This is an optimization exercise on Yosys and OpenROAD, whose aim is small area, a short achievable clock period and few clock cycles per item, not a production implementation. RTL that was checked went through simulation tests only; none was proved equivalent to the original. Power and IR drop assume default switching activity.

==> inputs of run K <==
==> flow/design.v <==
package cepq_pkg;
    localparam logic ACT_PUSH = 1'b0;
    localparam logic ACT_POP  = 1'b1;
    localparam logic [2:0] ST_INSERTED  = 3'd0;
    localparam logic [2:0] ST_COALESCED = 3'd1;
    localparam logic [2:0] ST_DROPPED   = 3'd2;
    localparam logic [2:0] ST_POPPED    = 3'd3;
    localparam logic [2:0] ST_EMPTY     = 3'd4;
    typedef struct packed {
        logic        action;
        logic [2:0]  priority_req;
        logic [2:0]  msg_type;
        logic [15:0] item_id;
    } t_req;
    typedef struct packed {
        logic [2:0]  status;
        logic [2:0]  out_priority;
        logic [2:0]  out_type;
        logic [15:0] out_item_id;
        logic [4:0]  occupancy;
        logic        stay_awake;
    } t_rsp;
    typedef struct packed {
        logic [2:0]  prio;
        logic [2:0]  msg_type;
        logic [15:0] item_id;
    } t_entry;
    typedef struct packed {
        logic   insert;
        logic   pop;
        t_entry entry;
    } t_cell_ctrl;
    function automatic logic prio_gt(input logic [2:0] a, input logic [2:0] b);
        prio_gt = (a[2] & ~b[2])
                | (~(a[2] ^ b[2]) & ((a[1] & ~b[1]) | (~(a[1] ^ b[1]) & a[0] & ~b[0])));
    endfunction
endpackage
module cepq_cell (
    input  logic                   i_clk,
    input  logic                   i_take_hold,
    input  logic                   i_take_right,
    input  logic                   i_take_left,
    input  logic                   i_take_new,
    input  cepq_pkg::t_entry       i_left_entry,
    input  cepq_pkg::t_entry       i_right_entry,
    input  cepq_pkg::t_entry       i_new_entry,
    input  cepq_pkg::t_entry       i_cmp_entry,
    output cepq_pkg::t_entry       o_entry,
    output logic                   o_eq,
    output logic                   o_gt
);
    cepq_pkg::t_entry r_entry;
    assign o_entry = r_entry;
    assign o_eq    = (r_entry == i_cmp_entry);
    assign o_gt    = cepq_pkg::prio_gt(r_entry.prio, i_cmp_entry.prio);
    always_ff @(posedge i_clk) begin
        r_entry <= ({22{i_take_hold}}  & r_entry)
                 | ({22{i_take_right}} & i_right_entry)
                 | ({22{i_take_left}}  & i_left_entry)
                 | ({22{i_take_new}}   & i_new_entry);
    end
endmodule
module coalescing_priority_event_queue #(
    parameter int QUEUE_DEPTH = 16
) (
    input  logic              i_clk,
    input  logic              i_rst_n,
    input  logic              i_req_valid,
    output logic              o_req_stall,
    input  logic [22:0]       i_req,
    output logic              o_rsp_valid,
    input  logic              i_rsp_stall,
    output logic [30:0]       o_rsp
);
    localparam int N  = QUEUE_DEPTH;
    localparam int CW = $clog2(QUEUE_DEPTH + 1);
    logic                 r_a_valid;
    cepq_pkg::t_req       r_a;
    cepq_pkg::t_entry     w_a_entry;
    logic [CW-1:0]        r_cnt;
    logic                 r_awake;
    logic                 r_q_valid;
    logic                 r_q_ins;       
    logic                 r_q_pop;       
    logic [N-1:0]         r_q_ge;        
    cepq_pkg::t_entry     r_q_entry;     
    logic [2:0]           r_q_status;
    logic w_q_free, w_a_free, w_a_move;
    assign w_q_free    = !r_q_valid || !i_rsp_stall;
    assign w_a_free    = !r_a_valid || w_q_free;
    assign w_a_move    = r_a_valid && w_q_free;
    assign o_req_stall = !w_a_free;
    assign w_a_entry.prio     = r_a.priority_req;
    assign w_a_entry.msg_type = r_a.msg_type;
    assign w_a_entry.item_id  = r_a.item_id;
    logic [21:0]      w_entry [N];
    logic [N-1:0]     w_eq, w_gt;
    for (genvar g = 0; g < N; g++) begin : g_cell
        logic [21:0] w_left, w_right;
        logic        w_take_left, w_take_new;
        if (g == 0) begin : g_head
            assign w_left      = '0;
            assign w_take_left = 1'b0;
            assign w_take_new  = r_q_ins && r_q_ge[0];
        end else begin : g_mid
            assign w_left      = w_entry[g-1];
            assign w_take_left = r_q_ins && r_q_ge[g-1];
            assign w_take_new  = r_q_ins && r_q_ge[g] && !r_q_ge[g-1];
        end
        if (g == N - 1) begin : g_tail
            assign w_right = '0;
        end else begin : g_body
            assign w_right = w_entry[g+1];
        end
        cepq_cell u_cell (
            .i_clk         (i_clk),
            .i_take_hold   (!r_q_pop && !(r_q_ins && r_q_ge[g])),
            .i_take_right  (r_q_pop),
            .i_take_left   (w_take_left),
            .i_take_new    (w_take_new),
            .i_left_entry  (w_left),
            .i_right_entry (w_right),
            .i_new_entry   (r_q_entry),
            .i_cmp_entry   (w_a_entry),
            .o_entry       (w_entry[g]),
            .o_eq          (w_eq[g]),
            .o_gt          (w_gt[g])
        );
    end
    logic         w_eq_q, w_gt_q;
    logic [N-1:0] w_live, w_gtn, w_ge;
    logic         w_dup, w_full, w_empty, w_push, w_ins, w_pop;
    logic [2:0]   w_status;
    logic [CW-1:0] w_cnt_n, w_cnt_inc, w_cnt_dec;
    logic         w_awake_n;
    cepq_pkg::t_entry w_head;
    assign w_eq_q = (r_q_entry == w_a_entry);
    assign w_gt_q = cepq_pkg::prio_gt(r_q_entry.prio, w_a_entry.prio);
    always_comb begin
        for (int g = 0; g < N; g++) begin
            if (r_q_pop) begin
                w_live[g] = (g >= 1) && (CW'(g) <= r_cnt);
                w_gtn[g]  = (g < N-1) ? w_gt[(g < N-1) ? g+1 : 0] : 1'b0;
            end else if (r_q_ins) begin
                w_live[g] = (CW'(g + 1) < r_cnt);
                if (!r_q_ge[g])
                    w_gtn[g] = w_gt[g];
                else if (g == 0 || !r_q_ge[(g >= 1) ? g-1 : 0])
                    w_gtn[g] = w_gt_q;
                else
                    w_gtn[g] = w_gt[(g >= 1) ? g-1 : 0];
            end else begin
                w_live[g] = (CW'(g) < r_cnt);
                w_gtn[g]  = w_gt[g];
            end
            w_ge[g] = w_gtn[g] || !(CW'(g) < r_cnt);
        end
    end
    always_comb begin
        if (r_q_pop)                  w_head = w_entry[1];
        else if (r_q_ins && r_q_ge[0]) w_head = r_q_entry;
        else                          w_head = w_entry[0];
    end
    assign w_dup     = |(w_eq & w_live) || (r_q_ins && w_eq_q);
    assign w_full    = (r_cnt == CW'(N));
    assign w_empty   = (r_cnt == '0);
    assign w_push    = (r_a.action == cepq_pkg::ACT_PUSH);
    assign w_ins     = w_push && !w_dup && !w_full;
    assign w_pop     = !w_push && !w_empty;
    assign w_cnt_inc = r_cnt + CW'(1);
    assign w_cnt_dec = r_cnt - CW'(1);
    always_comb begin
        if (w_push) begin
            if (w_dup)       w_status = cepq_pkg::ST_COALESCED;
            else if (w_full) w_status = cepq_pkg::ST_DROPPED;
            else             w_status = cepq_pkg::ST_INSERTED;
        end else begin
            if (w_empty)     w_status = cepq_pkg::ST_EMPTY;
            else             w_status = cepq_pkg::ST_POPPED;
        end
        if (w_ins)      w_cnt_n = w_cnt_inc;
        else if (w_pop) w_cnt_n = w_cnt_dec;
        else            w_cnt_n = r_cnt;
        if (w_push)       w_awake_n = 1'b1;
        else if (w_empty) w_awake_n = 1'b0;
        else              w_awake_n = r_awake;
    end
    always_ff @(posedge i_clk) begin
        if (!i_rst_n) begin
            r_a_valid <= 1'b0;
            r_q_valid <= 1'b0;
            r_q_ins   <= 1'b0;
            r_q_pop   <= 1'b0;
            r_cnt     <= '0;
            r_awake   <= 1'b0;
        end else begin
            if (w_a_free) r_a_valid <= i_req_valid;
            if (w_q_free) r_q_valid <= r_a_valid;
            r_q_ins <= w_a_move && w_ins;
            r_q_pop <= w_a_move && w_pop;
            if (w_a_move) begin
                r_cnt   <= w_cnt_n;
                r_awake <= w_awake_n;
            end
        end
    end
    always_ff @(posedge i_clk) begin
        if (w_a_free) r_a <= i_req;
        r_q_ge <= w_ge;
        if (w_q_free) begin
            r_q_entry  <= w_push ? w_a_entry : w_head;
            r_q_status <= w_status;
        end
    end
    logic w_popst;
    assign w_popst = (r_q_status == cepq_pkg::ST_POPPED);
    assign o_rsp_valid = r_q_valid;
    assign o_rsp       = {r_q_status, r_q_entry & {22{w_popst}}, 5'(r_cnt), r_awake};
endmodule
==> flow/run.sh <==
#!/bin/bash
# synth_recipe.tcl (not shown) runs the flow's synth.tcl, then flattens the netlist and writes it again
# the make line also repeats each setting of config.mk as NAME=value (left out here)
make -C /OpenROAD-flow-scripts/flow DESIGN_CONFIG=/design/flow/config.mk WORK_HOME=/design/flow/orfs CLKGATE_MAP_FILE= SYNTH_SCRIPT=/design/flow/synth_recipe.tcl finish
==> flow/config.mk <==
export PLATFORM = sky130hd
export DESIGN_NAME = coalescing_priority_event_queue
export DESIGN_NICKNAME = coalescing_priority_event_queue
export VERILOG_FILES = /design/flow/design.v
export SDC_FILE = /design/flow/constraint.sdc
export NUM_CORES = 4
export LEC_CHECK = 0
export CAP_MARGIN = 20
export CORE_MARGIN = 2
export CORE_UTILIZATION = 40
export SETUP_SLACK_MARGIN = 1.6
export SLEW_MARGIN = 20
==> flow/constraint.sdc <==
create_clock -name core_clock -period 3.6 [get_ports {i_clk}]
set_input_delay 0.7200 -clock core_clock [delete_from_list [all_inputs] [get_ports {i_clk}]]
set_output_delay 0.7200 -clock core_clock [all_outputs]
set_load 0.01 [all_outputs]
==> run F (differences from run K) <==
--- a/flow/design.v
+++ b/flow/design.v
@@ -39,5 +39,4 @@
     input  logic                   i_clk,
-    input  logic                   i_take_hold,
+    input  logic                   i_en,
     input  logic                   i_take_right,
-    input  logic                   i_take_left,
     input  logic                   i_take_new,
@@ -56,6 +55,7 @@
     always_ff @(posedge i_clk) begin
-        r_entry <= ({22{i_take_hold}}  & r_entry)
-                 | ({22{i_take_right}} & i_right_entry)
-                 | ({22{i_take_left}}  & i_left_entry)
-                 | ({22{i_take_new}}   & i_new_entry);
+        if (i_en) begin
+            if (i_take_right)    r_entry <= i_right_entry;
+            else if (i_take_new) r_entry <= i_new_entry;
+            else                 r_entry <= i_left_entry;
+        end
     end
@@ -79,2 +79,3 @@
     cepq_pkg::t_entry     w_a_entry;
+    logic [N-1:0]         r_occ;
     logic [CW-1:0]        r_cnt;
@@ -84,7 +85,13 @@
     logic                 r_q_pop;       
+    logic                 r_q_popst;     
     logic [N-1:0]         r_q_ge;        
-    cepq_pkg::t_entry     r_q_entry;     
+    cepq_pkg::t_entry     r_q_entry;
     logic [2:0]           r_q_status;
-    logic w_q_free, w_a_free, w_a_move;
-    assign w_q_free    = !r_q_valid || !i_rsp_stall;
+    logic [CW-1:0]        r_q_occ;
+    logic                 r_q_awake;
+    logic                 r_rsp_valid;
+    cepq_pkg::t_rsp       r_rsp;
+    logic w_rsp_free, w_q_free, w_a_free, w_a_move;
+    assign w_rsp_free  = !r_rsp_valid || !i_rsp_stall;
+    assign w_q_free    = !r_q_valid || w_rsp_free;
     assign w_a_free    = !r_a_valid || w_q_free;
@@ -99,14 +106,12 @@
         logic [21:0] w_left, w_right;
-        logic        w_take_left, w_take_new;
+        logic        w_first;
         if (g == 0) begin : g_head
-            assign w_left      = '0;
-            assign w_take_left = 1'b0;
-            assign w_take_new  = r_q_ins && r_q_ge[0];
+            assign w_left  = r_q_entry;
+            assign w_first = r_q_ge[0];
         end else begin : g_mid
-            assign w_left      = w_entry[g-1];
-            assign w_take_left = r_q_ins && r_q_ge[g-1];
-            assign w_take_new  = r_q_ins && r_q_ge[g] && !r_q_ge[g-1];
+            assign w_left  = w_entry[g-1];
+            assign w_first = r_q_ge[g] && !r_q_ge[g-1];
         end
         if (g == N - 1) begin : g_tail
-            assign w_right = '0;
+            assign w_right = w_entry[g];
         end else begin : g_body
@@ -116,6 +121,5 @@
             .i_clk         (i_clk),
-            .i_take_hold   (!r_q_pop && !(r_q_ins && r_q_ge[g])),
+            .i_en          (r_q_pop || (r_q_ins && r_q_ge[g])),
             .i_take_right  (r_q_pop),
-            .i_take_left   (w_take_left),
-            .i_take_new    (w_take_new),
+            .i_take_new    (w_first),
             .i_left_entry  (w_left),
@@ -129,2 +133,3 @@
     end
+    cepq_pkg::t_entry w_q_e;
     logic         w_eq_q, w_gt_q;
@@ -133,7 +138,8 @@
     logic [2:0]   w_status;
-    logic [CW-1:0] w_cnt_n, w_cnt_inc, w_cnt_dec;
+    logic [N-1:0] w_occ_n;
+    logic [CW-1:0] w_cnt_n;
     logic         w_awake_n;
-    cepq_pkg::t_entry w_head;
-    assign w_eq_q = (r_q_entry == w_a_entry);
-    assign w_gt_q = cepq_pkg::prio_gt(r_q_entry.prio, w_a_entry.prio);
+    assign w_q_e  = r_q_entry;
+    assign w_eq_q = (w_q_e == w_a_entry);
+    assign w_gt_q = cepq_pkg::prio_gt(w_q_e.prio, w_a_entry.prio);
     always_comb begin
@@ -141,6 +147,6 @@
             if (r_q_pop) begin
-                w_live[g] = (g >= 1) && (CW'(g) <= r_cnt);
+                w_live[g] = (g >= 1) ? r_occ[(g >= 1) ? g-1 : 0] : 1'b0;
                 w_gtn[g]  = (g < N-1) ? w_gt[(g < N-1) ? g+1 : 0] : 1'b0;
             end else if (r_q_ins) begin
-                w_live[g] = (CW'(g + 1) < r_cnt);
+                w_live[g] = (g < N-1) ? r_occ[(g < N-1) ? g+1 : 0] : 1'b0;
                 if (!r_q_ge[g])
@@ -152,21 +158,14 @@
             end else begin
-                w_live[g] = (CW'(g) < r_cnt);
+                w_live[g] = r_occ[g];
                 w_gtn[g]  = w_gt[g];
             end
-            w_ge[g] = w_gtn[g] || !(CW'(g) < r_cnt);
-        end
-    end
-    always_comb begin
-        if (r_q_pop)                  w_head = w_entry[1];
-        else if (r_q_ins && r_q_ge[0]) w_head = r_q_entry;
-        else                          w_head = w_entry[0];
-    end
-    assign w_dup     = |(w_eq & w_live) || (r_q_ins && w_eq_q);
-    assign w_full    = (r_cnt == CW'(N));
-    assign w_empty   = (r_cnt == '0);
-    assign w_push    = (r_a.action == cepq_pkg::ACT_PUSH);
-    assign w_ins     = w_push && !w_dup && !w_full;
-    assign w_pop     = !w_push && !w_empty;
-    assign w_cnt_inc = r_cnt + CW'(1);
-    assign w_cnt_dec = r_cnt - CW'(1);
+            w_ge[g] = w_gtn[g] || !r_occ[g];
+        end
+    end
+    assign w_dup   = |(w_eq & w_live) || (r_q_ins && w_eq_q);
+    assign w_full  = r_occ[N-1];
+    assign w_empty = !r_occ[0];
+    assign w_push  = (r_a.action == cepq_pkg::ACT_PUSH);
+    assign w_ins   = w_push && !w_dup && !w_full;
+    assign w_pop   = !w_push && !w_empty;
     always_comb begin
@@ -180,5 +179,12 @@
         end
-        if (w_ins)      w_cnt_n = w_cnt_inc;
-        else if (w_pop) w_cnt_n = w_cnt_dec;
-        else            w_cnt_n = r_cnt;
+        if (w_ins) begin
+            w_occ_n = {r_occ[N-2:0], 1'b1};
+            w_cnt_n = r_cnt + CW'(1);
+        end else if (w_pop) begin
+            w_occ_n = {1'b0, r_occ[N-1:1]};
+            w_cnt_n = r_cnt - CW'(1);
+        end else begin
+            w_occ_n = r_occ;
+            w_cnt_n = r_cnt;
+        end
         if (w_push)       w_awake_n = 1'b1;
@@ -189,8 +195,10 @@
         if (!i_rst_n) begin
-            r_a_valid <= 1'b0;
-            r_q_valid <= 1'b0;
-            r_q_ins   <= 1'b0;
-            r_q_pop   <= 1'b0;
-            r_cnt     <= '0;
-            r_awake   <= 1'b0;
+            r_a_valid   <= 1'b0;
+            r_q_valid   <= 1'b0;
+            r_q_ins     <= 1'b0;
+            r_q_pop     <= 1'b0;
+            r_rsp_valid <= 1'b0;
+            r_occ       <= '0;
+            r_cnt       <= '0;
+            r_awake     <= 1'b0;
         end else begin
@@ -200,3 +208,5 @@
             r_q_pop <= w_a_move && w_pop;
+            if (w_rsp_free) r_rsp_valid <= r_q_valid;
             if (w_a_move) begin
+                r_occ   <= w_occ_n;
                 r_cnt   <= w_cnt_n;
@@ -208,12 +218,27 @@
         if (w_a_free) r_a <= i_req;
-        r_q_ge <= w_ge;
         if (w_q_free) begin
-            r_q_entry  <= w_push ? w_a_entry : w_head;
+            r_q_entry  <= w_a_entry;
+            r_q_ge     <= w_ge;
             r_q_status <= w_status;
-        end
-    end
-    logic w_popst;
-    assign w_popst = (r_q_status == cepq_pkg::ST_POPPED);
-    assign o_rsp_valid = r_q_valid;
-    assign o_rsp       = {r_q_status, r_q_entry & {22{w_popst}}, 5'(r_cnt), r_awake};
+            r_q_popst  <= w_pop;
+            r_q_occ    <= w_cnt_n;
+            r_q_awake  <= w_awake_n;
+        end else if (r_q_pop) begin
+            r_q_entry  <= w_entry[0];
+        end
+    end
+    cepq_pkg::t_entry w_popped;
+    assign w_popped = !r_q_popst ? '0 : r_q_pop ? w_entry[0] : r_q_entry;
+    always_ff @(posedge i_clk) begin
+        if (w_rsp_free) begin
+            r_rsp.status       <= r_q_status;
+            r_rsp.out_priority <= w_popped.prio;
+            r_rsp.out_type     <= w_popped.msg_type;
+            r_rsp.out_item_id  <= w_popped.item_id;
+            r_rsp.occupancy    <= r_q_occ;
+            r_rsp.stay_awake   <= r_q_awake;
+        end
+    end
+    assign o_rsp_valid = r_rsp_valid;
+    assign o_rsp       = 31'(r_rsp);
 endmodule
--- a/flow/config.mk
+++ b/flow/config.mk
@@ -10,3 +10,2 @@
 export CORE_UTILIZATION = 40
-export SETUP_SLACK_MARGIN = 1.6
 export SLEW_MARGIN = 20
==> comparison <==
In run K the synthesized area is lower than in run F, by 15%. Against run F, the sequential share of layout area of run K is lower by 13 points. Between run K and run F, the lower power is in run F (gap about 70%, measured against run F). Of run K and run F, run K has the higher synthesized cell count (gap about 10%, measured against run F). Run F finished with timing, DRC and antenna clean. Run K produced a clean layout.
==> figures <==
metric	run F	run K
Number of enable flip-flop cells after synthesis	432	48
Total of flip-flops plus latches after synthesis	481	426
Status	no timing/DRC/antenna violations	no timing/DRC/antenna violations
Fillcell total	6636	5711
Reg2Reg Launch Point	r_a[20]$_DFFE_PN_	r_a[18]$_DFFE_PN_
Sequential element share of the synthesized area	49.21%	37.30%
Net Sw Frac	24.38%	41.19%
Clock buffer cells	78	74
Multiplexer area fraction after synthesis	14.15%	1.430%
CP Data Required Time	4110 ps	4100 ps
Testbench counts of run K, summed over its fixed seeds: cycles 32,016, requests 32,000.
For run F, only the layout was checked, not whether the RTL still works.

-- separate check: timing with driven ports --
No port has a modelled driver above. Below, the same layouts with a new extraction and two added sets of constraints.
Step 1 assumes that a clkbuf_16 drives the clock port and a buf_2 every other input.
Step 2 adds t to the input delays and takes it off the output delays; t is the mean of the earliest and latest rising clock arrival at the registers after step 1. Input paths then give back, and output paths get back, about the clock's delay inside the block.
a / b / c = ideal ports / drivers / drivers and shift; a / b = the first two.
| run | shift t [ns] | setup WS [ns] | hold slack, ns |
|---|---|---|---|
| run K | 0.660 | 0.621 / 0.621 / 0.621 | 0.480 / 0.480 / 0.480 |
| run F | 0.678 | 0.191 / 0.191 / 0.191 | 0.420 / 0.420 / 0.420 |
After both steps setup and hold are still met in every run listed.
